From an optimization exercise on the open Yosys and OpenROAD flow, aimed at small area; shortcuts taken in it are not production practice. In this exercise RTL edits were held to simulation tests only and were not proved equivalent to the original. The clock port is modelled as an ideal driver; clocking choices that lean on that would not hold on a real chip. Power figures rest on the tool's default switching activity, not on a simulated workload.

File: flow/design.v
package edge_pkg;
    localparam int FRAME_W      = 16;
    localparam int FRAME_H      = 8;
    localparam int FRAME_PIXELS = FRAME_W * FRAME_H;
    localparam int ADDR_W       = $clog2(FRAME_PIXELS);
    localparam int EDGE_TH = 24;
    typedef struct packed {
        logic [7:0] r;
        logic [7:0] g;
        logic [7:0] b;
    } rgb_t;
    typedef struct packed {
        logic              we;
        logic [ADDR_W-1:0] addr;
        rgb_t              rgb;
    } pixel_wr_t;
    typedef struct packed {
        logic valid;
        logic first;   
        rgb_t rgb;
    } pixel_stream_t;
    typedef struct packed {
        logic valid;
        logic last;    
        logic edge_bit;
    } edge_stream_t;
endpackage
`timescale 1ns/1ns
module edge_top (
    input  logic       clk,
    input  logic       reset,
    input  logic       i_byte_valid,
    input  logic [7:0] i_byte,
    output logic       o_out_valid,
    output logic [7:0] o_out_byte,
    output logic       o_frame_done
);
    logic [1:0] phase;    
    logic [6:0] pix;      
    logic [9:0] acc;      
    logic [7:0] prev;     
    wire ph_b = phase[1];
    wire ph_g = phase[0];
    wire bw   = i_byte_valid && ph_b;            
    function automatic logic [10:0] radd10(input logic [9:0] a, input logic [9:0] b, input logic ci);
        logic [10:0] r;
        logic c;
        c = ci;
        for (int i = 0; i < 10; i++) begin
            r[i] = a[i] ^ b[i] ^ c;
            c    = (a[i] & b[i]) | (a[i] & c) | (b[i] & c);
        end
        r[10] = c;
        radd10 = r;
    endfunction
    wire        ph_r  = !phase[1] && !phase[0];
    wire        take  = i_byte_valid;
    wire [9:0]  add_a = (take && ph_r) ? 10'd0 : acc;
    wire [9:0]  add_b = !take ? 10'd0 : ph_g ? {1'b0, i_byte, 1'b0} : {2'b00, i_byte};
    wire [10:0] sum_f = radd10(add_a, add_b, 1'b0);
    wire [9:0]  sum   = sum_f[9:0];
    wire [7:0] grey = sum[9:2];
    wire [10:0] d_f = radd10({2'b00, grey}, {2'b11, ~prev}, 1'b1);
    wire [8:0]  d   = d_f[8:0];
    wire       e    = d[8] ? (d[7:0] < 8'd232) : (d[7:0] > 8'd24);
    always_ff @(posedge clk) begin
        if (reset) begin
            phase <= 2'd0;
            pix   <= '0;
        end else if (i_byte_valid) begin
            phase <= ph_b ? 2'd0 : phase + 2'd1;
            if (ph_b)
                pix <= pix + 7'd1;
        end
    end
    always_ff @(posedge clk) begin
        acc <= sum;
        if (bw)
            prev <= grey;
    end
    logic [7:0] rc;
    logic [7:0] out_sr;
    wire        rd     = rc[7];
    wire        active = |rc;
    wire        e0     = bw && (pix == 7'd127);
    always_ff @(posedge clk) begin
        if (reset)
            rc <= '0;
        else if (e0)
            rc <= 8'd124;
        else if (active)
            rc <= rc + 8'd1;
    end
    always_ff @(posedge clk) begin
        if (reset)
            o_out_valid <= 1'b0;
        else
            o_out_valid <= rd && (rc[2:0] == 3'd7);
    end
    assign o_frame_done = o_out_valid && !active;
    assign o_out_byte   = out_sr;
    logic x1, x2;
    logic [4:0] s0a;
    logic [7:0] s0b;
    wire wv = bw && (pix[3:0] != 4'd0);
    wire rv = rd && (rc[3:0] != 4'd0);
    always_ff @(posedge clk) begin
        if (bw && pix == 7'd1)
            x1 <= e;
        if (bw && pix == 7'd2)
            x2 <= e;
    end
    wire w0a = bw && (pix[6:3] == 4'd0) && (pix[2] || (pix[1] && pix[0]));
    wire r0a = rd && (rc[6:3] == 4'd0) && (rc[2] || (rc[1] && rc[0]));
    wire w0b = bw && (pix[6:3] == 4'd1);
    wire r0b = rd && (rc[6:3] == 4'd1);
    always_ff @(posedge clk) begin
        if (w0a || r0a)
            s0a <= {e, s0a[4:1]};
        if (w0b || r0b)
            s0b <= {e, s0b[7:1]};
    end
    logic [7:0] lsb;
    assign lsb[0] = rc[3] ? s0b[0] :
                    (rc[2:0] == 3'd1) ? x1 : (rc[2:0] == 3'd2) ? x2 : s0a[0];
    genvar k;
    generate
        for (k = 1; k < 8; k++) begin : g_row
            logic [14:0] s;
            wire wk = wv && (pix[6:4] == k);
            wire rk = rv && (rc[6:4] == k);
            always_ff @(posedge clk) begin
                if (wk || rk)
                    s <= {e, s[14:1]};
            end
            assign lsb[k] = s[0];
        end
    endgenerate
    wire ser = (rc[3:0] != 4'd0) && lsb[rc[6:4]];
    always_ff @(posedge clk)
        out_sr <= {ser, out_sr[7:1]};
endmodule
File: flow/flow/run.sh
#!/bin/bash
# Standard ORFS layout (standard.sh) with two changes: port buffers use the
# smallest buffer, and CTS uses small clock buffers and inserts no dummy loads.
# make's output goes to flow_make.log; each ORFS step logs under orfs/logs.
set -euo pipefail
bash standard.sh \
  "BUFFER_PORTS_ARGS=-buffer_cell sky130_fd_sc_hd__buf_1" \
  "CTS_ARGS=-sink_clustering_enable -repair_clock_nets -dont_use_dummy_load -buf_list sky130_fd_sc_hd__clkbuf_8 -sink_clustering_size 12" \
  finish > flow_make.log 2>&1
File: flow/constraint.sdc
create_clock -name core_clock -period 10.0 [get_ports {clk}]
set_input_delay 2.0000 -clock core_clock [delete_from_list [all_inputs] [get_ports {clk}]]
set_output_delay 2.0000 -clock core_clock [all_outputs]
set_load 0.01 [all_outputs]
File: flow/standard.sh
#!/bin/bash
# synth_recipe.tcl (not shown) runs the flow's synth.tcl, then flattens the netlist and writes it again
# the make line also repeats each setting of config.mk as NAME=value (left out here)
make -C /OpenROAD-flow-scripts/flow DESIGN_CONFIG=/design/flow/config.mk WORK_HOME=/design/flow/orfs CLKGATE_MAP_FILE= SYNTH_SCRIPT=/design/flow/synth_recipe.tcl "${@:-finish}"
File: flow/config.mk
export PLATFORM = sky130hd
export DESIGN_NAME = edge_top
export DESIGN_NICKNAME = edge_top
export VERILOG_FILES = /design/flow/design.v
export SDC_FILE = /design/flow/constraint.sdc
export NUM_CORES = 4
export LEC_CHECK = 0
export CAP_MARGIN = 20
export CORE_MARGIN = 2
export CORE_UTILIZATION = 70
export PLACE_DENSITY = 0.8
export SLEW_MARGIN = 20
==> flow_summary.yaml, run 1 <==
worst_setup_path:
  end_kind: "register"
  reg2regPathDepth: 19
  start_kind: "primary input"
  crit_required_ns: 10.07
  timing.rr.end: "x1"
  path_max_fanout: 15
  critical_path_arrival_ns: 8.07
  worst-setup-path-type: "primary input to register"
  r2r-start: "phase[0]"
  r2r_slack_ns: 3.31
clock_tree:
  hold_buffers: 0
  post_cts_buffers: 0
  cts_root_buf: "clkbuf_8"
  cts_tree: "done"
  cts_resized: 0
  clockBufferDepth: 2
  clock-sinks: 164
  numCtsBuffers: 17
  clkTransAtPathRegs_ns: 0.08
  htreeDepth: 4
  clk_latency_ns: 0.42
timing:
  grt_setup_unrepaired: "no"
  final.min_clock_period_ns: 8.00
  worst_pin_slew_ns: 0.889
  period_share_pct: 80.0
  maxClockFrequency_mhz: 125
  hold_viol_final: 0
  fin_setup_tns_ns: 0
  slew_viol_final: 0
  setup_viol: 0
  worst_hold_slack_ns: 0.338
  skew_ns: 0.0276
  relSlewSlack_pct: 40.7
route:
  drc: 0
  drt-total-wl_um: 8680
  vias: 2928
  ant_nets: 0
  via_per_inst: 5.70
  drtIter0Drc: 178
  first_pass_iters: 4
  wire_per_inst_um: 16.9
min_path:
  hp-start: "out_sr[4]"
  hold_depth: 0
  min_path_type: "register to register"
  holdPathEnd: "out_sr[3]"
synthesis:
  synth.area.top_cells: "edfxtp_1, dfxtp_1, fa_1"
  dominantRegCellSynth: "edfxtp_1"
  syn_area_per_cell_um2: 16.2
  synthCells: 373
  synth_common_cells: "edfxtp_1, dfxtp_1, nand2_1"
  synth_area_mm2: 0.00603
  synth_seq_cells: 164
  ys_warn_count: 1
  ys_async_sr_fraction_pct: 0
  syn_nets: 412
  yosysUniqueCellTypes: 41
  yosysMostFrequentCell: "edfxtp_1"
  synth_edf_count: 128
  synth_top_cell_by_area: "edfxtp_1"
  yosysTopAreaCellShare_pct: 63.7
  ys_seq_area_share_pct: 75.7
power_and_ir_drop:
  p_leak_nw: 2.18
  pwr_density_cell_mw_per_mm2: 198
  report.power.total_mw: 1.28
  vdd.ir_drop.worst_v: 0.000145
floorplanning:
  dieHeight_um: 96.8
  start_util_pct: 72.7
  die_w_um: 96.8
  dieArea_mm2: 0.00937
  core-area_mm2: 0.00830
  rows: 33
  boundaryPins: 21
flow_run:
  drv_cap: 0
global_routing:
  grt_pass1_wl_um: 14700
  overflow: 0
  grt_max_degree: 19
  antenna_found_initial: 0
  grt_pass1_vias: 3020
  track_usage_pct: 20.7
placed_design:
  hpwl_um: 5860
  routabilityCongestion: 0.777
  io_buffers: 20
layout:
  finalNetCount: 450
  layout-drive-gt1-share_pct: 10.0
  area_growth_pct: 7.53
  diodes: 0
  fillCellCount: 457
outcome:
  status: "complete, no violations"
## kinds of logic after synthesis
family          after synthesis  synth area share [%]
xor+xnor                     11                  1.60
compound gates               35                  3.49
simple gates                 91                  7.28
fa+ha+maj                    28                  7.30
flops                       164                  75.7
buf+inv                      32                  2.26
mux                          12                  2.39
## final cells by class
cell class | count | area, µm² | share of cell area (%)
repair buffers | 27 | 128 | 1.97
inverters | 24 | 90.1 | 1.39
well taps | 105 | 131 | 2.03
clock buffers | 17 | 234 | 3.61
multi-input cells | 177 | 1340 | 20.6
flip-flops and latches | 164 | 4560 | 70.4
## layout by cell type, fill, tap and decap left out, types with 7 or more instances in the layout
cell / instances
dfxtp_1: 36
edfxtp_1: 128
clkbuf_8: 17
nand2_1: 36
buf_4: 7
inv_1: 24
ha_1: 16
a21oi_1: 16
mux2_2: 9
o22ai_1: 7
nor2_1: 17
buf_1: 20
fa_1: 12
## worst max-delay path by stage
stage / startpoint / to / cells after the start
2_1_floorplan: i_byte_valid / g_row[1].s[14] / 20
3_3_place_gp: i_byte_valid / g_row[3].s[14] / 20
3_5_place_dp: i_byte_valid / g_row[2].s[14] / 20
4_1_cts: i_byte_valid / x1 / 20
5_1_grt: i_byte_valid / x1 / 20
6_report: i_byte_valid / x1 / 20
## power by group
group	internal, mW	switching (mW)
sequential	0.769	0.00996
combinational	0.0707	0.101
clock	0.150	0.184
total	0.990	0.295
## state kept, by name, summed over array words and instances (netlist names), 2 cells and up
name / flops
s0a: 5
rc: 8
phase: 2
pix: 7
g_row.s: 105
out_sr: 8
s0b: 8
acc: 10
prev: 8
## worst max-delay path, cell delays in order
cell and delay [ns]:
buf_1 0.23, or3b_2 0.41, and2_1 0.17, ha_1 0.14, inv_1 0.04, fa_1 0.37, fa_1 0.39, fa_1 0.39
fa_1 0.38, fa_1 0.38, fa_1 0.39, fa_1 0.38, fa_1 0.50, inv_1 0.07, ha_1 0.17, or2_2 0.30
fa_1 0.51, nand3b_1 0.11, a21oi_1 0.05, o22ai_1 0.69
## stage by stage
step                      cell area (µm²)  std cells  util [%]  setup WS [ns]
after detailed placement             6250        497      75.3           1.50
final                                6480        514      78.1           2.00
after global placement               6250        497      75.3           1.85
after CTS                            6480        514      78.1           1.91
after floorplan                      6030        373         -           2.30
after global routing                 6480        514      78.1           1.63
## per-layer routing
| metal | GRT usage, % | vias to the layer above | share of wire [%] | wire length (µm) |
|---|---|---|---|---|
| met4 | 9.32 | 0 | 1.9 | 165 |
| met3 | 5.27 | 15 | 3.4 | 299 |
| met5 | 0 | - | 0 | 0 |
| li1 | - | 1405 | - | - |
| met2 | 32.7 | 71 | 50 | 4310 |
| met1 | 27.6 | 1437 | 45 | 3910 |
==> run 2: changes to the inputs <==
==> flow/flow/run.sh (replaced) <==
#!/bin/bash
# The standard ORFS layout (standard.sh) with these changes:
#  - port buffers use the smallest buffer (buf_1);
#  - CTS builds its tree from clkbuf_4 (root clkbuf_8) and adds no dummy loads;
#  - after CTS, fixclk.tcl upsizes any clock buffer whose flip-flop clock pins
#    would see a slew over LIMIT_PS (placement parasitics), then legalises.
# Each tool's output goes to a log file of its own in this folder.
set -euo pipefail
ARGS=(
  "BUFFER_PORTS_ARGS=-buffer_cell sky130_fd_sc_hd__buf_1"
  "CTS_ARGS=-sink_clustering_enable -repair_clock_nets -dont_use_dummy_load -root_buf sky130_fd_sc_hd__clkbuf_8 -buf_list sky130_fd_sc_hd__clkbuf_4"
)
bash standard.sh "${ARGS[@]}" cts > make_cts.log 2>&1
R=orfs/results/sky130hd/edge_top/base
PLATFORM_DIR="$FLOW_HOME/platforms/sky130hd" ODB="$R/4_1_cts.odb" SDC="$R/4_cts.sdc" \
  LIMIT_PS=115 DRYRUN=0 openroad -no_init -exit flow/fixclk.tcl > fixclk.log 2>&1
bash standard.sh "${ARGS[@]}" finish > make_finish.log 2>&1
==> flow/flow/fixclk.tcl (new file) <==
# Upsize clock buffers whose flip-flop sinks would see a slow clock slew.
# Usage: openroad fixclk.tcl with env ODB (in/out), LIMIT_PS, DRYRUN
set P $::env(PLATFORM_DIR)
read_lef $P/lef/sky130_fd_sc_hd.tlef
read_lef $P/lef/sky130_fd_sc_hd_merged.lef
read_liberty $P/lib/sky130_fd_sc_hd__tt_025C_1v80.lib
read_db $::env(ODB)
read_sdc $::env(SDC)
source $P/setRC.tcl
set_propagated_clock [all_clocks]
set limit [expr {$::env(LIMIT_PS) * 1e-12}]
set next {sky130_fd_sc_hd__clkbuf_1 sky130_fd_sc_hd__clkbuf_2 sky130_fd_sc_hd__clkbuf_2 sky130_fd_sc_hd__clkbuf_4 sky130_fd_sc_hd__clkbuf_4 sky130_fd_sc_hd__clkbuf_8 sky130_fd_sc_hd__clkbuf_8 sky130_fd_sc_hd__clkbuf_16}
proc worst_sink_slew {buf} {
  set w 0
  set o [get_pins -of_objects $buf -filter "direction==output"]
  foreach p [get_pins -of_objects [get_nets -of_objects $o] -filter "direction==input"] {
    foreach edge {rise fall} { foreach mm {max min} {
      set s [sta::time_ui_sta [get_property $p slew_${mm}_$edge]]
      if {$s > $w} {set w $s}
    }}
  }
  return $w
}
for {set iter 0} {$iter < 4} {incr iter} {
  estimate_parasitics -placement
  set changed 0
  foreach b [get_cells -filter "ref_name=~sky130_fd_sc_hd__clkbuf_*"] {
    set w [worst_sink_slew $b]
    set ref [get_property $b ref_name]
    puts [format "iter %d %s %s sink_slew=%.1f ps" $iter [get_full_name $b] $ref [expr {$w*1e12}]]
    if {$w > $limit && [dict exists $next $ref] && !$::env(DRYRUN)} {
      replace_cell [get_full_name $b] [dict get $next $ref]
      puts "  -> [dict get $next $ref]"
      incr changed
    }
  }
  if {!$changed} break
}
if {!$::env(DRYRUN)} {
  detailed_placement
  check_placement
  write_db $::env(ODB)
}
--- a/flow/config.mk
+++ b/flow/config.mk
@@ -9,4 +9,3 @@
 export CORE_MARGIN = 2
-export CORE_UTILIZATION = 70
-export PLACE_DENSITY = 0.8
+export CORE_UTILIZATION = 40
 export SLEW_MARGIN = 20
==> run 2 against run 1 <==
Compared with the run above: die area increased by 71%; critical path depth unchanged; final area increased by 0.44%; highest routed layer unchanged.
==> flow_summary.yaml, run 2 <==
global_routing:
  grt_max_degree: 19
  grt_pass1_wl_um: 14300
  overflow: 0
  track_usage_pct: 11.5
  grt_pass1_vias: 2965
  antenna_found_initial: 0
clock_tree:
  cts_root_buf: "clkbuf_8"
  htreeDepth: 4
  cts_resized: 0
  clock-sinks: 164
  clkTransAtPathRegs_ns: 0.10
  cts_tree: "done"
  clockBufferDepth: 2
  clk_latency_ns: 0.37
  hold_buffers: 0
  numCtsBuffers: 17
  post_cts_buffers: 0
synthesis:
  synth_common_cells: "edfxtp_1, dfxtp_1, nand2_1"
  dominantRegCellSynth: "edfxtp_1"
  yosysUniqueCellTypes: 41
  synth_seq_cells: 164
  synth_top_cell_by_area: "edfxtp_1"
  synth.area.top_cells: "edfxtp_1, dfxtp_1, fa_1"
  syn_nets: 412
  synth_area_mm2: 0.00603
  syn_area_per_cell_um2: 16.2
  ys_async_sr_fraction_pct: 0
  synthCells: 373
  ys_warn_count: 1
  synth_edf_count: 128
  yosysTopAreaCellShare_pct: 63.7
  yosysMostFrequentCell: "edfxtp_1"
  ys_seq_area_share_pct: 75.7
worst_setup_path:
  path_max_fanout: 15
  crit_required_ns: 10.04
  end_kind: "register"
  critical_path_arrival_ns: 8.08
  cp_cell_sequence: "buf_1 > or3b_2 > and2_1 > ha_1 > inv_1 > fa_1 > fa_1 > fa_1 > fa_1 > fa_1 > fa_1 > fa_1 > fa_1 > inv_1 > ha_1 > or2_2 > fa_1 > nand3b_1 > a21oi_1 > o22ai_1"
  crit_buf_inv: 3
  cpPeakStageDelay_ns: 0.58
  cpLargestDelayFamily: "adder cells"
  crit_top_cell: "fa_1"
  start_kind: "primary input"
  slowest_stage: "o22ai_1"
  worst-setup-path-type: "primary input to register"
floorplanning:
  start_util_pct: 41.2
  dieHeight_um: 127
  core-area_mm2: 0.0146
  die_w_um: 127
  dieArea_mm2: 0.0161
  rows: 44
  boundaryPins: 21
timing:
  relSlewSlack_pct: 47.9
  slew_viol_final: 0
  skew_ns: 0.0333
  worst_pin_slew_ns: 0.782
  final.min_clock_period_ns: 8.04
  period_share_pct: 80.4
  setup_viol: 0
  fin_setup_tns_ns: 0
  grt_setup_unrepaired: "no"
  hold_viol_final: 0
  maxClockFrequency_mhz: 124
outcome:
  status: "complete, no violations"
layout:
  area_growth_pct: 8.01
  largest_reg_flops: 105
  finalNetCount: 450
  final_cell_mix: "edfxtp_1, nand2_1, dfxtp_1, inv_1, buf_1"
  top_register: "g_row.s"
  layout-drive-gt1-share_pct: 10.0
  fin_cells: 593
  diodes: 0
  reg.largest.list: "g_row.s x105, acc x10"
  final_area_mm2: 0.00651
  mostFrequentLayoutCell: "edfxtp_1"
placed_design:
  place_inst: 576
  hpwl_um: 5620
  placed_area_mm2: 0.00635
  routabilityCongestion: 0.792
  io_buffers: 20
route:
  drc: 0
  drt-total-wl_um: 8350
  first_pass_iters: 5
  vias: 2866
  drtIter0Drc: 180
  wire_per_inst_um: 14.1
  via_per_inst: 4.83
  ant_nets: 0
flow_run:
  drv_cap: 0
power_and_ir_drop:
  pwr_density_cell_mw_per_mm2: 189
  vdd.ir_drop.worst_v: 0.000118
  p_leak_nw: 2.15
min_path:
  min_path_type: "register to register"
## run 2: cell counts after synthesis
Identical to the previous run, type by type.
## run 2: layout make-up
class / instances / area [µm²]
fillers: 1293 / 8130
flip-flops and latches: 164 / 4560
multi-input cells: 177 / 1340
well taps: 184 / 230
clock buffers: 17 / 164
repair buffers: 27 / 128
inverters: 24 / 90.1
## run 2: stage by stage
| stage | util (%) | hold slack [ns] | setup WS (ns) | power, mW |
|---|---|---|---|---|
| after global placement | 43.4 | 0.338 | 1.76 | 0.961 |
| after detailed placement | 43.4 | 0.342 | 1.44 | 0.968 |
| after CTS | 44.3 | 0.361 | 1.92 | 1.23 |
| after floorplan | - | 0.382 | 2.30 | 0.924 |
| final | 44.5 | 0.356 | 1.96 | 1.23 |
| after global routing | 44.5 | 0.366 | 1.50 | 1.32 |
## run 2: kinds of logic after synthesis
| logic type | synth area share (%) |
|---|---|
| AOI/OAI and AO/OA | 3.49 |
| buffers and inverters | 2.26 |
| muxes | 2.39 |
| adders and majority gates | 7.30 |
| and+or+nand+nor | 7.28 |
| xor gates and xnor gates | 1.60 |
| DFF | 75.7 |
## run 2: path summary, 6_finish.rpt
path / startpoint / to / slack (ns) / cells past startpoint
hold reg to reg: out_sr[7] / out_sr[6] / 0.36 / 0
setup / recovery: i_byte_valid / g_row[4].s[14] / 1.96 / 20
hold / removal: out_sr[7] / out_sr[6] / 0.36 / 0
setup reg to reg: phase[0] / g_row[4].s[14] / 3.33 / 19
## run 2: power by group
group / switching [mW] / leakage, nW / internal (mW)
combinational: 0.0968 / 0.616 / 0.0702
clock: 0.182 / 0.0937 / 0.106
sequential: 0.00966 / 1.44 / 0.768
## run 2: metal layers
metal	up-vias	global-route usage [%]	share of wire, %
met5	-	0	0
met4	0	4.85	1.7
met3	14	4.22	3.7
met2	42	17.3	44
met1	1401	15.1	50
li1	1409	-	-
==> run 3: changes to the inputs <==
--- a/flow/flow/run.sh
+++ b/flow/flow/run.sh
@@ -15,3 +15,3 @@
 PLATFORM_DIR="$FLOW_HOME/platforms/sky130hd" ODB="$R/4_1_cts.odb" SDC="$R/4_cts.sdc" \
-  LIMIT_PS=115 DRYRUN=0 openroad -no_init -exit flow/fixclk.tcl > fixclk.log 2>&1
+  LIMIT_PS=122 DRYRUN=0 openroad -no_init -exit flow/fixclk.tcl > fixclk.log 2>&1
 bash standard.sh "${ARGS[@]}" finish > make_finish.log 2>&1
--- a/flow/flow/fixclk.tcl
+++ b/flow/flow/fixclk.tcl
@@ -1,2 +1,3 @@
-# Upsize clock buffers whose flip-flop sinks would see a slow clock slew.
+# Upsize clock buffers whose flip-flop clock pins would see a slow slew.
+# Only buffers that drive flip-flop clock pins are considered.
 # Usage: openroad fixclk.tcl with env ODB (in/out), LIMIT_PS, DRYRUN
@@ -15,3 +16,4 @@
   set o [get_pins -of_objects $buf -filter "direction==output"]
-  foreach p [get_pins -of_objects [get_nets -of_objects $o] -filter "direction==input"] {
+  set ffpins [get_pins -of_objects [get_nets -of_objects $o] -filter "direction==input&&is_clock"]
+  foreach p $ffpins {
     foreach edge {rise fall} { foreach mm {max min} {
--- a/flow/config.mk
+++ b/flow/config.mk
@@ -7,5 +7,5 @@
 export LEC_CHECK = 0
-export CAP_MARGIN = 20
+export CAP_MARGIN = 0
 export CORE_MARGIN = 2
 export CORE_UTILIZATION = 40
-export SLEW_MARGIN = 20
+export SLEW_MARGIN = 0
==> run 3 against run 2 <==
Compared with the run above: sequential power about the same; count of clock-buffer cells in the layout did not move; clock skew is 0.0010 ns higher; area after synthesis unchanged; non-clock buffer count stayed put; highest routed layer unchanged.
==> flow_summary.yaml, run 3 <==
clock_tree:
  clock-sinks: 164
  clkTransAtPathRegs_ns: 0.10
  cts_tree: "done"
  cts_root_buf: "clkbuf_8"
  clockBufferDepth: 2
  htreeDepth: 4
  clk_latency_ns: 0.42
  numCtsBuffers: 17
  post_cts_buffers: 0
  cts_resized: 0
  hold_buffers: 0
power_and_ir_drop:
  report.power.total_mw: 1.22
  swShare_pct: 23.6
  pwr-share-clk_pct: 22.4
  p_sw_mw: 0.287
  vdd.ir_drop.worst_v: 0.000118
  power_frac_seq_pct: 63.9
  pwr_density_cell_mw_per_mm2: 187
  intPower_mw: 0.931
  power_frac_comb_pct: 13.7
  p_leak_nw: 2.14
min_path:
  min_path_type: "register to register"
  holdPathEnd: "out_sr[6]"
  hold_depth: 0
  hp-start: "out_sr[7]"
layout:
  fin_util_pct: 44.4
  layout-drive-gt1-share_pct: 10.0
  reg.largest.list: "g_row.s x105, acc x10"
  mostFrequentLayoutCell: "edfxtp_1"
  diodes: 0
  final_cell_mix: "edfxtp_1, nand2_1, dfxtp_1, inv_1, buf_1"
  top_register: "g_row.s"
  fin_cells: 593
  final_area_mm2: 0.00650
  largest_reg_flops: 105
  area_growth_pct: 7.72
  finalNetCount: 450
synthesis:
  synth_edf_count: 128
  yosysMostFrequentCell: "edfxtp_1"
  synth_area_mm2: 0.00603
  synth.area.top_cells: "edfxtp_1, dfxtp_1, fa_1"
  synth_seq_cells: 164
  synthCells: 373
  syn_nets: 412
  dominantRegCellSynth: "edfxtp_1"
  ys_seq_area_share_pct: 75.7
  ys_async_sr_fraction_pct: 0
  yosysTopAreaCellShare_pct: 63.7
  yosysUniqueCellTypes: 41
  synth_top_cell_by_area: "edfxtp_1"
  synth_common_cells: "edfxtp_1, dfxtp_1, nand2_1"
  ys_warn_count: 1
  syn_area_per_cell_um2: 16.2
timing:
  worst_pin_slew_ns: 0.784
  skew_ns: 0.0343
  fin_setup_tns_ns: 0
  maxClockFrequency_mhz: 125
  relSlewSlack_pct: 47.7
  final.min_clock_period_ns: 7.99
  worst_hold_slack_ns: 0.356
  grt_setup_unrepaired: "no"
  setup_ws_ns: 2.01
  period_share_pct: 79.9
  setup_viol: 0
  slew_viol_final: 0
  hold_viol_final: 0
global_routing:
  overflow: 0
  grt_pass1_wl_um: 14300
  grt_pass1_vias: 2968
  grt_max_degree: 19
  track_usage_pct: 11.5
  antenna_found_initial: 0
route:
  drtIter0Drc: 183
  drc: 0
  wire_per_inst_um: 14.0
  first_pass_iters: 4
  drt-total-wl_um: 8320
  via_per_inst: 4.83
  vias: 2864
  ant_nets: 0
flow_run:
  drv_cap: 0
floorplanning:
  dieArea_mm2: 0.0161
  die_w_um: 127
  rows: 44
  boundaryPins: 21
  core-area_mm2: 0.0146
  start_util_pct: 41.2
  dieHeight_um: 127
worst_setup_path:
  reg2regPathDepth: 19
  start_kind: "primary input"
  critical_path_arrival_ns: 8.08
  crit_required_ns: 10.09
  r2r_slack_ns: 3.33
  r2r-start: "phase[0]"
  timing.rr.end: "g_row[4].s[14]"
  crit_top_cell: "fa_1"
  end_kind: "register"
  cp_cell_sequence: "buf_1 > or3b_2 > and2_1 > ha_1 > inv_1 > fa_1 > fa_1 > fa_1 > fa_1 > fa_1 > fa_1 > fa_1 > fa_1 > inv_1 > ha_1 > or2_2 > fa_1 > nand3b_1 > a21oi_1 > o22ai_1"
  worst-setup-path-type: "primary input to register"
  slowest_stage: "o22ai_1"
  cpPeakStageDelay_ns: 0.58
  path_max_fanout: 15
placed_design:
  routabilityCongestion: 0.792
  place_inst: 576
  placed_area_mm2: 0.00635
  place_ws_ns: 1.44
  hpwl_um: 5620
  io_buffers: 20
outcome:
  status: "complete, no violations"
## run 3: layout make-up
cell class                      instances  area (µm²)
Fill cell                            1297        8150
Clock buffer                           17         146
Timing Repair Buffer                   27         128
Sequential cell                       164        4560
Tap cell                              184         230
Inverter                               24        90.1
Multi-Input combinational cell        177        1340
## run 3: layer usage
layer | up-vias | routed length (µm) | track usage, %
met1 | 1406 | 4160 | 15.0
li1 | 1409 | - | -
met5 | - | 0 | 0
met3 | 14 | 287 | 4.22
met2 | 35 | 3720 | 17.4
met4 | 0 | 145 | 4.85
## run 3: logic make-up after synthesis
group                      Yosys count  synth area share, %
DFF                                164                 75.7
and+or+nand+nor                     91                 7.28
AOI/OAI and AO/OA                   35                 3.49
buffers and inverters               32                 2.26
adders and majority gates           28                 7.30
muxes                               12                 2.39
xor gates and xnor gates            11                 1.60
## run 3: worst max-delay path by stage
stage          cells past startpoint             end         start
3_5_place_dp                      20  g_row[4].s[14]  i_byte_valid
5_1_grt                           20  g_row[2].s[14]  i_byte_valid
3_3_place_gp                      20  g_row[2].s[14]  i_byte_valid
2_1_floorplan                     20  g_row[1].s[14]  i_byte_valid
6_report                          20  g_row[4].s[14]  i_byte_valid
4_1_cts                           20  g_row[3].s[14]  i_byte_valid
## run 3: power groups by stage
stage	combinational, mW	clock (mW)	sequential [mW]
final	0.167	0.273	0.778
after floorplan	0.132	0	0.792
after global routing	0.202	0.317	0.780
after global placement	0.167	0	0.794
after detailed placement	0.174	0	0.794
after CTS	0.174	0.279	0.779
## run 3: worst max-delay path, delay by kind of cell
kind,cells,cell delay (ns)
adder cells (fa/ha/maj),11,4.08
buffers and inverters,3,0.37
AND/OR/NAND/NOR,4,1.00
AO/OA/AOI/OAI,2,0.63
==> run 4: changes to the inputs <==
--- a/flow/flow/run.sh
+++ b/flow/flow/run.sh
@@ -9,2 +9,3 @@
 ARGS=(
+  "GPL_KEEP_OVERFLOW=0"
   "BUFFER_PORTS_ARGS=-buffer_cell sky130_fd_sc_hd__buf_1"
==> run 4 against run 3 <==
Compared with the run above: largest cell class unchanged; final cell count is 0.84% lower; maximum frequency increased by 0.84%; clock power hardly changed; critical path depth is the same; synthesized cell count unchanged; sequential power is essentially flat; final area barely moved; via count grew 0.84%; utilization hardly changed; setup slack better by 0.067 ns; largest power group unchanged; wire length is 4.3% higher.
==> flow_summary.yaml, run 4 <==
outcome:
  status: "complete, no violations"
worst_setup_path:
  reg2regPathDepth: 19
  cp_cell_sequence: "buf_1 > or3b_2 > and2_1 > ha_1 > inv_1 > fa_1 > fa_1 > fa_1 > fa_1 > fa_1 > fa_1 > fa_1 > fa_1 > inv_1 > ha_1 > or2_2 > fa_1 > nand3b_1 > a21oi_1 > o22ai_1"
  r2r_slack_ns: 3.38
  crit_required_ns: 10.10
  path_max_fanout: 15
  end_kind: "register"
  cpPeakStageDelay_ns: 0.56
  crit_buf_inv: 3
  cpLargestDelayFamily: "adder cells"
  worstSetupPathDepth: 20
  start_kind: "primary input"
  timing.rr.end: "g_row[4].s[14]"
  crit_end: "g_row[4].s[14]"
  startpoint: "i_byte_valid"
  slowest_stage: "o22ai_1"
  worst-setup-path-type: "primary input to register"
  critical_path_arrival_ns: 8.03
  crit_top_cell: "fa_1"
  r2r-start: "phase[0]"
timing:
  hold_viol_final: 0
  skew_ns: 0.0307
  fin_setup_tns_ns: 0
  worst_hold_slack_ns: 0.355
  slew_viol_final: 0
  setup_viol: 0
  worst_pin_slew_ns: 0.874
  grt_setup_unrepaired: "no"
  maxClockFrequency_mhz: 126
  final.min_clock_period_ns: 7.92
  period_share_pct: 79.2
  relSlewSlack_pct: 41.7
global_routing:
  grt_max_degree: 19
  antenna_found_initial: 0
  grt_pass1_wl_um: 14400
  grt_pass1_vias: 2957
  track_usage_pct: 11.6
  overflow: 0
synthesis:
  synth_edf_count: 128
  dominantRegCellSynth: "edfxtp_1"
  synth.area.top_cells: "edfxtp_1, dfxtp_1, fa_1"
  synth_seq_cells: 164
  yosysUniqueCellTypes: 41
  syn_area_per_cell_um2: 16.2
  synth_area_mm2: 0.00603
  ys_warn_count: 1
  synth_common_cells: "edfxtp_1, dfxtp_1, nand2_1"
  syn_nets: 412
  yosysTopAreaCellShare_pct: 63.7
  ys_seq_area_share_pct: 75.7
  yosysMostFrequentCell: "edfxtp_1"
  synth_top_cell_by_area: "edfxtp_1"
  ys_async_sr_fraction_pct: 0
  synthCells: 373
layout:
  finalNetCount: 445
  final_cell_mix: "edfxtp_1, nand2_1, dfxtp_1, inv_1, buf_1"
  seqCellArea_mm2: 0.00456
  mostFrequentLayoutCell: "edfxtp_1"
  top_register: "g_row.s"
  layout-drive-gt1-share_pct: 10.1
  fin_cells: 588
  fillCellCount: 1302
  area_growth_pct: 7.61
  diodes: 0
  largest_reg_flops: 105
  reg.largest.list: "g_row.s x105, acc x10"
  multiInputGateArea_mm2: 0.00137
route:
  vias: 2888
  wire_per_inst_um: 14.8
  via_per_inst: 4.91
  drt-total-wl_um: 8680
  ant_nets: 0
  first_pass_iters: 4
  drtIter0Drc: 224
  drc: 0
flow_run:
  drv_cap: 0
clock_tree:
  htreeDepth: 4
  clockBufferDepth: 2
  numCtsBuffers: 17
  clk_latency_ns: 0.43
  clock-sinks: 164
  cts_resized: 0
  clkTransAtPathRegs_ns: 0.09
  cts_tree: "done"
  post_cts_buffers: 0
  hold_buffers: 0
  cts_root_buf: "clkbuf_8"
power_and_ir_drop:
  vdd.ir_drop.worst_v: 0.000113
  report.power.total_mw: 1.23
  pwr_density_cell_mw_per_mm2: 189
  p_leak_nw: 2.12
floorplanning:
  dieArea_mm2: 0.0161
  boundaryPins: 21
  start_util_pct: 41.2
  dieHeight_um: 127
  core-area_mm2: 0.0146
  die_w_um: 127
  rows: 44
placed_design:
  routabilityCongestion: 0.795
  place_inst: 571
  hpwl_um: 5830
  io_buffers: 20
min_path:
  min_path_type: "register to register"
run 4: changes by cell type in the layout (fill, tap and decap cells not counted), sizes merged:
cell / delta
buf: -5
run 4: cell type report:
type	count	share of cell area, %
multi-input cells	177	21.1
flip-flops and latches	164	70.3
well taps	184	3.55
repair buffers	22	1.39
inverters	24	1.39
clock buffers	17	2.26
run 4: worst min-delay path by stage:
stage               startpoint   endpoint  slack (ns)  cells after the start
floorplan            out_sr[1]  out_sr[0]        0.38                      0
global placement     out_sr[6]  out_sr[5]        0.34                      0
detailed placement   out_sr[6]  out_sr[5]        0.34                      0
CTS                  out_sr[6]  out_sr[5]        0.36                      0
global route         out_sr[4]  out_sr[3]        0.36                      0
finish               out_sr[6]  out_sr[5]        0.36                      0
run 4: power by group:
group	switching [mW]	internal [mW]	leakage [nW]
Combinational	0.101	0.0712	0.589
Sequential	0.0101	0.768	1.44
Clock	0.183	0.0921	0.0860
run 4: worst register-to-register path, stage by stage, from the launching register on:
cell      delay (ns)
dfxtp_1         0.60
or3b_2          0.33
and2_1          0.16
ha_1            0.14
inv_1           0.05
fa_1            0.37
fa_1            0.39
fa_1            0.38
fa_1            0.40
fa_1            0.40
fa_1            0.40
fa_1            0.39
fa_1            0.51
inv_1           0.07
ha_1            0.18
or2_2           0.31
fa_1            0.51
nand3b_1        0.11
a21oi_1         0.04
o22ai_1         0.56
run 4: through the flow:
step | area (µm²) | utilization [%] | worst slack, ns
floorplan | 6030 | - | 2.30
global placement | 6290 | 43.0 | 1.78
detailed placement | 6320 | 43.2 | 1.57
CTS | 6460 | 44.1 | 2.01
global route | 6490 | 44.3 | 1.67
finish | 6490 | 44.3 | 2.08
run 4: kinds of logic after synthesis:
group / after synthesis / synth area share [%]
buffers and inverters: 32 / 2.26
DFF: 164 / 75.7
adders and majority gates: 28 / 7.30
muxes: 12 / 2.39
xor gates and xnor gates: 11 / 1.60
and+or+nand+nor: 91 / 7.28
AOI/OAI and AO/OA: 35 / 3.49
run 4: routing by layer:
layer	wire (µm)	GRT usage [%]	up-vias
met5	0	0	-
met4	146	5.04	0
met3	320	4.47	11
met2	3940	17.3	42
met1	4270	15.3	1435
li1	-	-	1400
==> run 5: changes to the inputs <==
--- a/flow/config.mk
+++ b/flow/config.mk
@@ -7,5 +7,5 @@
 export LEC_CHECK = 0
-export CAP_MARGIN = 0
+export CAP_MARGIN = 20
 export CORE_MARGIN = 2
 export CORE_UTILIZATION = 40
-export SLEW_MARGIN = 0
+export SLEW_MARGIN = 20
==> run 5 against run 4 <==
Compared with the run above: still clean; clock power decreased by 1%; via count increased by 0.10%; final area increased by 0.64%; area after synthesis unchanged; count of clock-buffer cells in the layout unchanged; non-clock buffer count increased by 2; global-route usage increased by 0.21 points; register-to-register slack about the same; clock skew increased by 0.0065 ns; maximum frequency about the same; wire length increased by 0.73%; critical path type unchanged; largest cell class unchanged; largest power group unchanged; highest routed layer unchanged.
==> flow_summary.yaml, run 5 <==
outcome:
  status: "complete, no violations"
power_and_ir_drop:
  pwr_density_cell_mw_per_mm2: 187
  vdd.ir_drop.worst_v: 0.000115
  p_leak_nw: 2.13
layout:
  fillCellCount: 1279
  reg.largest.list: "g_row.s x105, acc x10"
  multiInputGateArea_mm2: 0.00139
  largest_reg_flops: 105
  final_cell_mix: "edfxtp_1, nand2_1, dfxtp_1, inv_1, buf_1"
  seqCellArea_mm2: 0.00456
  diodes: 0
  layout-drive-gt1-share_pct: 10.8
  finalNetCount: 447
  mostFrequentLayoutCell: "edfxtp_1"
  area_growth_pct: 8.30
  top_register: "g_row.s"
floorplanning:
  boundaryPins: 21
  core-area_mm2: 0.0146
  dieHeight_um: 127
  die_w_um: 127
  rows: 44
  start_util_pct: 41.2
  dieArea_mm2: 0.0161
worst_setup_path:
  worst-setup-path-type: "primary input to register"
  worstSetupPathDepth: 20
  cpPeakStageDelay_ns: 0.55
  crit_required_ns: 10.10
  end_kind: "register"
  start_kind: "primary input"
  cp_cell_sequence: "buf_1 > or3b_2 > and2_1 > ha_1 > inv_1 > fa_1 > fa_1 > fa_1 > fa_1 > fa_1 > fa_1 > fa_1 > fa_1 > inv_1 > ha_1 > or2_2 > fa_1 > nand3b_1 > a21oi_1 > o22ai_1"
  r2r_slack_ns: 3.39
  slowest_stage: "o22ai_1"
  r2r-start: "phase[0]"
  crit_buf_inv: 3
  reg2regPathDepth: 19
  critical_path_arrival_ns: 8.03
  path_max_fanout: 15
  timing.rr.end: "x1"
  cpLargestDelayFamily: "adder cells"
  crit_top_cell: "fa_1"
global_routing:
  overflow: 0
  antenna_found_initial: 0
  grt_max_degree: 19
  track_usage_pct: 11.8
  grt_pass1_wl_um: 14700
  grt_pass1_vias: 3045
synthesis:
  syn_nets: 412
  ys_async_sr_fraction_pct: 0
  dominantRegCellSynth: "edfxtp_1"
  synth_seq_cells: 164
  ys_warn_count: 1
  yosysTopAreaCellShare_pct: 63.7
  synth_area_mm2: 0.00603
  synthCells: 373
  synth_edf_count: 128
  synth.area.top_cells: "edfxtp_1, dfxtp_1, fa_1"
  yosysMostFrequentCell: "edfxtp_1"
  synth_common_cells: "edfxtp_1, dfxtp_1, nand2_1"
  ys_seq_area_share_pct: 75.7
  syn_area_per_cell_um2: 16.2
  synth_top_cell_by_area: "edfxtp_1"
  yosysUniqueCellTypes: 41
clock_tree:
  clkTransAtPathRegs_ns: 0.11
  clockBufferDepth: 2
  hold_buffers: 0
  cts_root_buf: "clkbuf_8"
  post_cts_buffers: 0
  numCtsBuffers: 17
  cts_resized: 0
  cts_tree: "done"
  htreeDepth: 4
  clock-sinks: 164
  clk_latency_ns: 0.41
timing:
  fin_setup_tns_ns: 0
  setup_viol: 0
  maxClockFrequency_mhz: 126
  relSlewSlack_pct: 43.0
  final.min_clock_period_ns: 7.93
  worst_pin_slew_ns: 0.855
  hold_viol_final: 0
  grt_setup_unrepaired: "no"
  period_share_pct: 79.3
  worst_hold_slack_ns: 0.357
  slew_viol_final: 0
  skew_ns: 0.0372
route:
  ant_nets: 0
  drtIter0Drc: 258
  drc: 0
  wire_per_inst_um: 14.8
  vias: 2891
  drt-total-wl_um: 8740
  via_per_inst: 4.90
  first_pass_iters: 4
min_path:
  holdPathEnd: "out_sr[6]"
  hold_depth: 0
  hp-start: "out_sr[7]"
  min_path_type: "register to register"
flow_run:
  drv_cap: 0
placed_design:
  routabilityCongestion: 0.795
  io_buffers: 20
  hpwl_um: 5920
-- run 5: where the power goes --
part	internal [mW]	switching [mW]
Clock	0.0880	0.183
Combinational	0.0713	0.101
Sequential	0.768	0.0100
-- run 5: worst max-delay path by stage --
stage / slack (ns) / from / endpoint
2_1_floorplan: 2.30 / i_byte_valid / g_row[1].s[14]
3_3_place_gp: 1.78 / i_byte_valid / g_row[2].s[14]
3_5_place_dp: 1.55 / i_byte_valid / g_row[4].s[14]
4_1_cts: 2.00 / i_byte_valid / x1
5_1_grt: 1.63 / i_byte_valid / x1
6_report: 2.07 / i_byte_valid / x1
-- run 5: layout make-up --
type	instances	share of cell area, %
Clock buffer	17	2.15
Inverter	24	1.38
Multi-Input combinational cell	177	21.2
Sequential cell	164	69.9
Tap cell	184	3.52
Timing Repair Buffer	24	1.84
-- run 5: worst register-to-register path: stages, from the launching register on --
cell and delay (ns):
dfxtp_1 0.60, or3b_2 0.33, and2_1 0.16, ha_1 0.14, inv_1 0.05, fa_1 0.37
fa_1 0.39, fa_1 0.38, fa_1 0.40, fa_1 0.40, fa_1 0.41, fa_1 0.39
fa_1 0.52, inv_1 0.07, ha_1 0.18, or2_2 0.30, fa_1 0.51, nand3b_1 0.11
a21oi_1 0.04, o22ai_1 0.55
-- run 5: per-stage QoR --
stage	instances	power (mW)	util (%)	instance area (µm²)	setup slack [ns]
floorplan	373	0.924	-	6030	2.30
global placement	569	0.960	43.0	6290	1.78
detailed placement	573	0.971	43.6	6390	1.55
CTS	590	1.23	44.6	6530	2.00
global route	590	1.29	44.6	6530	1.63
finish	590	1.22	44.6	6530	2.07
-- run 5: logic make-up after synthesis --
| kind of cell | share of synthesized area, % |
|---|---|
| compound gates | 3.49 |
| xor+xnor | 1.60 |
| fa+ha+maj | 7.30 |
| buf+inv | 2.26 |
| flops | 75.7 |
| mux | 2.39 |
| simple gates | 7.28 |
-- run 5: layer usage --
metal / GRT usage [%] / part of all wire (%) / vias to the layer above
met5: 0 / 0 / -
met2: 18.1 / 45 / 36
met1: 15.7 / 50 / 1443
met4: 3.62 / 1.1 / 0
met3: 4.64 / 3.5 / 6
li1: - / - / 1406
==> run 6: changes to the inputs <==
--- a/flow/flow/run.sh
+++ b/flow/flow/run.sh
@@ -9,3 +9,2 @@
 ARGS=(
-  "GPL_KEEP_OVERFLOW=0"
   "BUFFER_PORTS_ARGS=-buffer_cell sky130_fd_sc_hd__buf_1"
==> run 6 against run 5 <==
Compared with the run above: clock power barely moved; synthesized cell count stayed put; worst hold slack worse by 0.0017 ns; count of clock-buffer cells in the layout unchanged; combinational power is 3% lower; largest power group unchanged; final area fell by 0.54%; area after synthesis stayed put; register-to-register slack got worse by 0.06 ns.
==> flow_summary.yaml, run 6 <==
clock_tree:
  post_cts_buffers: 0
  cts_resized: 0
  cts_tree: "done"
  hold_buffers: 0
  htreeDepth: 4
  clock-sinks: 164
  cts_root_buf: "clkbuf_8"
  clk_latency_ns: 0.42
  clockBufferDepth: 2
  clkTransAtPathRegs_ns: 0.10
  numCtsBuffers: 17
floorplanning:
  die_w_um: 127
  start_util_pct: 41.2
  dieHeight_um: 127
  dieArea_mm2: 0.0161
  rows: 44
  core-area_mm2: 0.0146
  boundaryPins: 21
route:
  drc: 0
  ant_nets: 0
  first_pass_iters: 4
  via_per_inst: 4.83
  drt-total-wl_um: 8320
  wire_per_inst_um: 14.0
  drtIter0Drc: 183
  vias: 2864
timing:
  setup_ws_ns: 2.01
  period_share_pct: 79.9
  relSlewSlack_pct: 47.7
  grt_setup_unrepaired: "no"
  hold_viol_final: 0
  worst_pin_slew_ns: 0.784
  fin_setup_tns_ns: 0
  slew_viol_final: 0
  setup_viol: 0
  skew_ns: 0.0343
  final.min_clock_period_ns: 7.99
  maxClockFrequency_mhz: 125
synthesis:
  yosysMostFrequentCell: "edfxtp_1"
  synth_top_cell_by_area: "edfxtp_1"
  ys_warn_count: 1
  syn_nets: 412
  yosysUniqueCellTypes: 41
  synth_area_mm2: 0.00603
  yosysTopAreaCellShare_pct: 63.7
  synth_seq_cells: 164
  dominantRegCellSynth: "edfxtp_1"
  ys_seq_area_share_pct: 75.7
  synth.area.top_cells: "edfxtp_1, dfxtp_1, fa_1"
  synth_edf_count: 128
  syn_area_per_cell_um2: 16.2
  synthCells: 373
  synth_common_cells: "edfxtp_1, dfxtp_1, nand2_1"
  ys_async_sr_fraction_pct: 0
placed_design:
  hpwl_um: 5620
  io_buffers: 20
  routabilityCongestion: 0.792
  place_ws_ns: 1.44
global_routing:
  grt_pass1_vias: 2968
  antenna_found_initial: 0
  track_usage_pct: 11.5
  grt_max_degree: 19
  grt_pass1_wl_um: 14300
  overflow: 0
power_and_ir_drop:
  pwr_density_cell_mw_per_mm2: 187
  report.power.total_mw: 1.22
  p_leak_nw: 2.14
  vdd.ir_drop.worst_v: 0.000118
layout:
  area_growth_pct: 7.72
  top_register: "g_row.s"
  mostFrequentLayoutCell: "edfxtp_1"
  reg.largest.list: "g_row.s x105, acc x10"
  multiInputGateArea_mm2: 0.00134
  fin_util_pct: 44.4
  finalNetCount: 450
  seqCellArea_mm2: 0.00456
  largest_reg_flops: 105
  layout-drive-gt1-share_pct: 10.0
  final_cell_mix: "edfxtp_1, nand2_1, dfxtp_1, inv_1, buf_1"
  diodes: 0
  fillCellCount: 1297
min_path:
  min_path_type: "register to register"
worst_setup_path:
  worst-setup-path-type: "primary input to register"
  critical_path_arrival_ns: 8.08
  start_kind: "primary input"
  end_kind: "register"
  path_max_fanout: 15
  crit_required_ns: 10.09
outcome:
  status: "complete, no violations"
flow_run:
  drv_cap: 0
[run 6: cell counts after synthesis]
No cell type changed its count.
[run 6: kinds of logic (layout without fill, tap and decap cells)]
logic type / count (synthesis) / count (layout) / synth area share [%]
multiplexers: 12 / 12 / 2.39
AND/OR/NAND/NOR: 91 / 91 / 7.28
flip-flops: 164 / 164 / 75.7
AO/OA/AOI/OAI: 35 / 35 / 3.49
XOR/XNOR: 11 / 11 / 1.60
adder cells (fa/ha/maj): 28 / 28 / 7.30
buffers and inverters: 32 / 68 / 2.26
[run 6: cell type report]
class                   instances  share of cell area (%)
clock buffers                  17                    2.25
inverters                      24                    1.39
multi-input cells             177                    20.6
flip-flops and latches        164                    70.3
well taps                     184                    3.54
repair buffers                 27                    1.96
[run 6: power by group]
group	internal, mW	switching, mW	total, mW
Sequential	0.768	0.00966	0.778
Combinational	0.0702	0.0968	0.167
Clock	0.0921	0.180	0.273
Total	0.931	0.287	1.22
[run 6: metal layers]
layer  GRT usage [%]  vias to the layer above  part of all wire [%]
met4            4.85                        0                   1.7
li1                -                     1409                     -
met5               0                        -                     0
met1            15.0                     1406                    50
met2            17.4                       35                    45
met3            4.22                       14                   3.4
[run 6: final timing paths]
path                              startpoint        endpoint  slack [ns]  cells after the start
worst max-delay path            i_byte_valid  g_row[4].s[14]        2.01                     20
worst min-delay path               out_sr[7]       out_sr[6]        0.36                      0
worst max register to register      phase[0]  g_row[4].s[14]        3.33                     19
worst min register to register     out_sr[7]       out_sr[6]        0.36                      0
[run 6: worst max-delay path: stages]
cell and delay, ns:
buf_1 0.25, or3b_2 0.41, and2_1 0.17, ha_1 0.14, inv_1 0.05, fa_1 0.37, fa_1 0.39, fa_1 0.38
fa_1 0.39, fa_1 0.39, fa_1 0.39, fa_1 0.41, fa_1 0.52, inv_1 0.07, ha_1 0.18, or2_2 0.30
fa_1 0.52, nand3b_1 0.12, a21oi_1 0.05, o22ai_1 0.58
[run 6: per-stage QoR]
| stage | area, µm² | hold slack [ns] | std cells |
|---|---|---|---|
| after floorplan | 6030 | 0.382 | 373 |
| after global placement | 6350 | 0.338 | 576 |
| after detailed placement | 6350 | 0.342 | 576 |
| after CTS | 6480 | 0.361 | 593 |
| after global routing | 6500 | 0.366 | 593 |
| final | 6500 | 0.356 | 593 |
==> run 7: changes to the inputs <==
--- a/flow/config.mk
+++ b/flow/config.mk
@@ -9,3 +9,4 @@
 export CORE_MARGIN = 2
-export CORE_UTILIZATION = 40
+export CORE_UTILIZATION = 65
+export PLACE_DENSITY = 0.75
 export SLEW_MARGIN = 20
==> run 7 against run 6 <==
Compared with the run above: combinational power rose by 5%; setup slack got worse by 0.073 ns; clock power rose by 3%; highest routed layer unchanged; maximum frequency fell by 0.90%; die area fell by 37%; final cell count fell by 12%; sequential cell count did not move; worst hold slack got worse by 0.0066 ns; utilization rose by 26 points; critical path type unchanged.
==> flow_summary.yaml, run 7 <==
synthesis:
  synthCells: 373
  synth.area.top_cells: "edfxtp_1, dfxtp_1, fa_1"
  synth_common_cells: "edfxtp_1, dfxtp_1, nand2_1"
  synth_edf_count: 128
  ys_async_sr_fraction_pct: 0
  synth_top_cell_by_area: "edfxtp_1"
  yosysMostFrequentCell: "edfxtp_1"
  synth_seq_cells: 164
  yosysTopAreaCellShare_pct: 63.7
  synth_area_mm2: 0.00603
  syn_nets: 412
  ys_warn_count: 1
  syn_area_per_cell_um2: 16.2
  dominantRegCellSynth: "edfxtp_1"
  yosysUniqueCellTypes: 41
  ys_seq_area_share_pct: 75.7
global_routing:
  grt_pass1_wl_um: 13700
  grt_pass1_vias: 2904
  overflow: 0
  antenna_found_initial: 0
  track_usage_pct: 18.2
  grt_max_degree: 19
layout:
  layout-drive-gt1-share_pct: 10.0
  finalNetCount: 450
  mostFrequentLayoutCell: "edfxtp_1"
  final_cell_mix: "edfxtp_1, nand2_1, dfxtp_1, inv_1, buf_1"
  reg.largest.list: "g_row.s x105, acc x10"
  diodes: 0
  largest_reg_flops: 105
  top_register: "g_row.s"
  area_growth_pct: 6.41
power_and_ir_drop:
  report.power.total_mw: 1.23
  pwr_density_cell_mw_per_mm2: 192
  p_leak_nw: 2.15
  vdd.ir_drop.worst_v: 0.000145
route:
  first_pass_iters: 4
  wire_per_inst_um: 15.8
  drt-total-wl_um: 8240
  via_per_inst: 5.61
  vias: 2915
  ant_nets: 0
  drtIter0Drc: 74
  drc: 0
worst_setup_path:
  slowest_stage: "o22ai_1"
  cpPeakStageDelay_ns: 0.67
  crit_required_ns: 10.06
  worst-setup-path-type: "primary input to register"
  end_kind: "register"
  cp_cell_sequence: "buf_1 > or3b_2 > and2_1 > ha_1 > inv_1 > fa_1 > fa_1 > fa_1 > fa_1 > fa_1 > fa_1 > fa_1 > fa_1 > inv_1 > ha_1 > or2_2 > fa_1 > nand3b_1 > a21oi_1 > o22ai_1"
  start_kind: "primary input"
  crit_top_cell: "fa_1"
  critical_path_arrival_ns: 8.12
  path_max_fanout: 15
clock_tree:
  clockBufferDepth: 2
  hold_buffers: 0
  cts_resized: 0
  htreeDepth: 4
  clkTransAtPathRegs_ns: 0.10
  post_cts_buffers: 0
  numCtsBuffers: 17
  clk_latency_ns: 0.41
  cts_tree: "done"
  clock-sinks: 164
  cts_root_buf: "clkbuf_8"
floorplanning:
  boundaryPins: 21
  dieArea_mm2: 0.0101
  die_w_um: 100
  core-area_mm2: 0.00911
  rows: 35
  dieHeight_um: 100
  start_util_pct: 66.2
placed_design:
  io_buffers: 20
  hpwl_um: 5500
  routabilityCongestion: 0.786
timing:
  grt_setup_unrepaired: "no"
  skew_ns: 0.0445
  maxClockFrequency_mhz: 124
  final.min_clock_period_ns: 8.06
  setup_viol: 0
  fin_setup_tns_ns: 0
  relSlewSlack_pct: 43.2
  period_share_pct: 80.6
  slew_viol_final: 0
  worst_pin_slew_ns: 0.851
  hold_viol_final: 0
min_path:
  min_path_type: "register to register"
flow_run:
  drv_cap: 0
outcome:
  status: "complete, no violations"
==> run 7: through the flow <==
stage	instance area (µm²)	instances	hold slack (ns)	setup WS (ns)	util, %
global placement	6260	503	0.336	1.82	68.7
floorplan	6030	373	0.382	2.30	-
global route	6420	520	0.361	1.66	70.5
detailed placement	6260	503	0.338	1.55	68.7
CTS	6390	520	0.321	1.92	70.2
finish	6420	520	0.349	1.94	70.5
==> run 7: cell type report <==
class | count | area, µm²
multi-input cells | 177 | 1340
inverters | 24 | 90.1
clock buffers | 17 | 159
flip-flops and latches | 164 | 4560
well taps | 111 | 139
repair buffers | 27 | 128
fillers | 631 | 2690
==> run 7: logic make-up after synthesis <==
| kind of cell | synth area share [%] |
|---|---|
| AO/OA/AOI/OAI | 3.49 |
| XOR/XNOR | 1.60 |
| adder cells (fa/ha/maj) | 7.30 |
| buffers and inverters | 2.26 |
| flip-flops | 75.7 |
| multiplexers | 2.39 |
| AND/OR/NAND/NOR | 7.28 |
==> run 7: per-layer routing <==
layer / wire length (µm) / track usage (%) / up-vias / part of all wire, %
met3: 285 / 6.20 / 6 / 3.5
met5: 0 / 0 / - / 0
met4: 63 / 5.16 / 0 / 0.76
li1: - / - / 1406 / -
met1: 3960 / 25.1 / 1453 / 48
met2: 3930 / 28.2 / 50 / 48
==> run 7: report_power, final <==
| part | switching (mW) | total, mW | internal, mW |
|---|---|---|---|
| registers | 0.00974 | 0.778 | 0.768 |
| logic | 0.103 | 0.175 | 0.0714 |
| clock network | 0.181 | 0.282 | 0.101 |
==> run 7: final timing paths <==
path	from	to	slack [ns]	cells after the start
max	i_byte_valid	x2	1.94	20
min reg2reg	out_sr[6]	out_sr[5]	0.35	0
max reg2reg	phase[0]	x2	3.25	19
min	out_sr[6]	out_sr[5]	0.35	0
==> run 7: worst max-delay path, delay by kind of cell <==
kind	cells	cell delay [ns]
AND/OR/NAND/NOR	4	1.00
buffers and inverters	3	0.36
adder cells (fa/ha/maj)	11	4.05
AO/OA/AOI/OAI	2	0.72
==> run 8: changes to the inputs <==
--- a/flow/flow/run.sh
+++ b/flow/flow/run.sh
@@ -2,2 +2,5 @@
 # The standard ORFS layout (standard.sh) with these changes:
+#  - synthesis is the standard flow's (synth_recipe.tcl, the same passes and register
+#    mapping), but abc maps the logic with an area-oriented script
+#    (flow/abc_area.script) through flow/synth.tcl;
 #  - port buffers use the smallest buffer (buf_1);
@@ -8,3 +11,5 @@
 set -euo pipefail
+export MY_ABC_SCRIPT="$PWD/flow/abc_area.script"
 ARGS=(
+  "SYNTH_SCRIPT=$PWD/flow/synth.tcl"
   "BUFFER_PORTS_ARGS=-buffer_cell sky130_fd_sc_hd__buf_1"
==> flow/flow/abc_area.script (new file) <==
&get -n
&st
&syn2
&syn2
&dch
&nf -a
&put
topo
dnsize -c
==> flow/flow/synth.tcl (new file) <==
proc synth {args} { yosys synth -nofsm -noshare {*}$args }
proc abc {args} {
  set i [lsearch -exact $args -script]
  if {$i >= 0 && [info exists ::env(MY_ABC_SCRIPT)]} { lset args [expr {$i+1}] $::env(MY_ABC_SCRIPT) }
  yosys abc {*}$args
}
source $::env(SCRIPTS_DIR)/synth.tcl
# left out here: clear keep_hierarchy, flatten, clean up, hide names made inside functions, write 1_2_yosys.v
--- a/flow/config.mk
+++ b/flow/config.mk
@@ -9,4 +9,3 @@
 export CORE_MARGIN = 2
-export CORE_UTILIZATION = 65
-export PLACE_DENSITY = 0.75
+export CORE_UTILIZATION = 40
 export SLEW_MARGIN = 20
==> run 8 against run 7 <==
Compared with the run above: sequential power is 0.6% higher; combinational power hardly changed; count of clock-buffer cells in the layout stayed put; sequential share of layout area is 0.33 points higher; clock skew is 0.0075 ns lower; highest routed layer unchanged; non-clock buffer count is 1 lower; sequential cell count stayed put; final cell count is 11% higher; worst hold slack better by 0.0083 ns.
==> flow_summary.yaml, run 8 <==
timing:
  setup_viol: 0
  skew_ns: 0.0370
  grt_setup_unrepaired: "no"
  maxClockFrequency_mhz: 122
  worst_hold_slack_ns: 0.357
  hold_viol_final: 0
  final.min_clock_period_ns: 8.19
  worst_pin_slew_ns: 0.947
  period_share_pct: 81.9
  fin_setup_tns_ns: 0
  slew_viol_final: 0
  relSlewSlack_pct: 36.3
route:
  wire_per_inst_um: 14.5
  first_pass_iters: 4
  via_per_inst: 4.90
  ant_nets: 0
  drc: 0
  drtIter0Drc: 177
  vias: 2839
  drt-total-wl_um: 8410
worst_setup_path:
  critical_path_arrival_ns: 8.25
  worst-setup-path-type: "primary input to register"
  cpLargestDelayFamily: "adder cells"
  end_kind: "register"
  crit_buf_inv: 3
  crit_required_ns: 10.06
  cp_cell_sequence: "buf_1 > nor2b_1 > nand2b_1 > and2_0 > ha_1 > clkinv_1 > fa_1 > fa_1 > fa_1 > fa_1 > fa_1 > fa_1 > fa_1 > fa_1 > clkinv_1 > ha_1 > or2_0 > fa_1 > and4b_1 > a21oi_1"
  crit_top_cell: "fa_1"
  slowest_stage: "a21oi_1"
  cpPeakStageDelay_ns: 0.73
  path_max_fanout: 11
  start_kind: "primary input"
power_and_ir_drop:
  vdd.ir_drop.worst_v: 0.0000612
  intPower_mw: 0.933
  p_leak_nw: 2.05
  p_sw_mw: 0.302
  power_frac_comb_pct: 14.3
  power_frac_seq_pct: 63.4
  swShare_pct: 24.4
  pwr-share-clk_pct: 22.3
  pwr_density_cell_mw_per_mm2: 193
layout:
  fillCellCount: 1288
  final_cell_mix: "edfxtp_1, dfxtp_1, clkinv_1, nor2_1, nand2_1"
  finalNetCount: 436
  largest_reg_flops: 105
  area_growth_pct: 8.78
  diodes: 0
  reg.largest.list: "g_row.s x105, acc x10"
  mostFrequentLayoutCell: "edfxtp_1"
  top_register: "g_row.s"
  layout-drive-gt1-share_pct: 6.08
  fin_cells: 579
clock_tree:
  clk_latency_ns: 0.41
  clockBufferDepth: 2
  cts_root_buf: "clkbuf_8"
  htreeDepth: 4
  clkTransAtPathRegs_ns: 0.11
  cts_tree: "done"
  post_cts_buffers: 0
  clock-sinks: 164
  hold_buffers: 0
  cts_resized: 0
  numCtsBuffers: 17
synthesis:
  synth_area_mm2: 0.00587
  synthCells: 352
  ys_warn_count: 1
  synth_top_cell_by_area: "edfxtp_1"
  ys_seq_area_share_pct: 77.7
  yosysUniqueCellTypes: 34
  dominantRegCellSynth: "edfxtp_1"
  synth.area.top_cells: "edfxtp_1, dfxtp_1, fa_1"
  synth_seq_cells: 164
  syn_area_per_cell_um2: 16.7
  synth_common_cells: "edfxtp_1, dfxtp_1, clkinv_1, nor2_1, nand2_1"
  synth_edf_count: 128
  ys_async_sr_fraction_pct: 0
  yosysMostFrequentCell: "edfxtp_1"
  syn_nets: 391
  yosysTopAreaCellShare_pct: 65.5
min_path:
  min_path_type: "register to register"
global_routing:
  grt_max_degree: 17
  overflow: 0
  grt_pass1_vias: 2877
  track_usage_pct: 11.7
  grt_pass1_wl_um: 14300
  antenna_found_initial: 0
floorplanning:
  dieArea_mm2: 0.0157
  start_util_pct: 40.7
  dieHeight_um: 125
  rows: 44
  boundaryPins: 21
  die_w_um: 125
  core-area_mm2: 0.0144
flow_run:
  drv_cap: 0
placed_design:
  routabilityCongestion: 0.776
  io_buffers: 20
  place_inst: 562
  hpwl_um: 5630
outcome:
  status: "complete, no violations"
==> run 8: kinds of logic after synthesis <==
logic type | after synthesis | synth area share (%)
AOI/OAI and AO/OA | 40 | 4.43
adders and majority gates | 28 | 7.50
and+or+nand+nor | 80 | 6.37
buffers and inverters | 25 | 1.60
xor gates and xnor gates | 11 | 1.64
DFF | 164 | 77.7
muxes | 4 | 0.724
==> run 8: cell type report <==
type	count	area, µm²	area share, %
well taps	184	230	3.60
repair buffers	26	120	1.88
multi-input cells	163	1230	19.3
clock buffers	17	146	2.29
inverters	25	93.8	1.47
flip-flops and latches	164	4560	71.5
==> run 8: stage by stage <==
step | total power [mW] | utilization [%] | setup WS, ns | instance area, µm²
6_report | 1.23 | 44.3 | 1.81 | 6390
5_1_grt | 1.32 | 44.3 | 1.34 | 6390
4_1_cts | 1.25 | 44.1 | 1.68 | 6360
3_5_place_dp | 0.982 | 43.2 | 1.29 | 6230
3_3_place_gp | 0.975 | 43.2 | 1.60 | 6230
2_1_floorplan | 0.925 | - | 2.26 | 5870
==> run 8: power groups by stage <==
stage | logic (mW) | clock network, mW | registers [mW]
finish | 0.177 | 0.275 | 0.783
detailed placement | 0.184 | 0 | 0.798
floorplan | 0.129 | 0 | 0.796
CTS | 0.185 | 0.283 | 0.783
global route | 0.211 | 0.319 | 0.786
global placement | 0.177 | 0 | 0.798
==> run 8: metal layers <==
| layer | routed length (µm) | up-vias | global-route usage (%) |
|---|---|---|---|
| met4 | 102 | 0 | 4.31 |
| met3 | 296 | 10 | 4.02 |
| met1 | 4210 | 1426 | 15.7 |
| met2 | 3800 | 39 | 17.8 |
| met5 | 0 | - | 0 |
| li1 | - | 1364 | - |
==> run 8: worst paths after layout <==
| kind | to | slack [ns] | from | depth (start not counted) |
|---|---|---|---|---|
| setup / recovery | g_row[4].s[14] | 1.81 | i_byte_valid | 20 |
| hold / removal | out_sr[2] | 0.36 | out_sr[3] | 0 |
| setup reg to reg | g_row[4].s[14] | 3.26 | phase[0] | 19 |
| hold reg to reg | out_sr[2] | 0.36 | out_sr[3] | 0 |
==> run 8: worst reg2reg max path: cells and delay by family, from the launching register on <==
kind	cells	cell delay, ns
flip-flops	1	0.36
buffers and inverters	2	0.18
AND/OR/NAND/NOR	5	1.07
AO/OA/AOI/OAI	1	0.73
adder cells (fa/ha/maj)	11	4.08

-- what the ideal ports hide --
Ports are ideal in the flow. The routed layouts listed here were re-timed in OpenROAD. Step 1, drivers: a clkbuf_16 drives clk and a buf_2 each remaining input, both assumed. Step 2 times the ports against the registers' clock, not the clock port: input delays grow and output delays shrink by t, the midpoint of the rising clock arrivals with the driver on. a / b / c = ideal / step 1 / step 2; a / b = the first two.
run	shift t [ns]	setup WS [ns]	hold WS [ns]	worst setup path after step 2	slew at the worst register clock pin (ns)
run 1	0.442	1.999 / 2.010 / 1.568	0.338 / 0.338 / 0.338	input to register	0.09 / 0.09
run 2	0.388	1.962 / 1.981 / 1.593	0.356 / 0.356 / 0.356	input to register	0.11 / 0.11
run 3	0.434	2.012 / 2.026 / 1.592	0.356 / 0.356 / 0.356	input to register	0.11 / 0.11
run 4	0.440	2.079 / 2.092 / 1.652	0.355 / 0.355 / 0.355	input to register	0.12 / 0.12
run 5	0.432	2.073 / 2.088 / 1.656	0.357 / 0.357 / 0.357	input to register	0.12 / 0.12
run 6	0.434	2.012 / 2.026 / 1.592	0.356 / 0.356 / 0.356	input to register	0.11 / 0.11
run 7	0.422	1.939 / 1.949 / 1.527	0.349 / 0.349 / 0.349	input to register	0.12 / 0.12
run 8	0.425	1.813 / 1.828 / 1.402	0.357 / 0.357 / 0.357	input to register	0.11 / 0.11
After both steps every run listed still meets setup and hold. The setup slack of run 1, which loses most, moves by +0.011 ns with the drivers and by -0.431 ns with both steps.
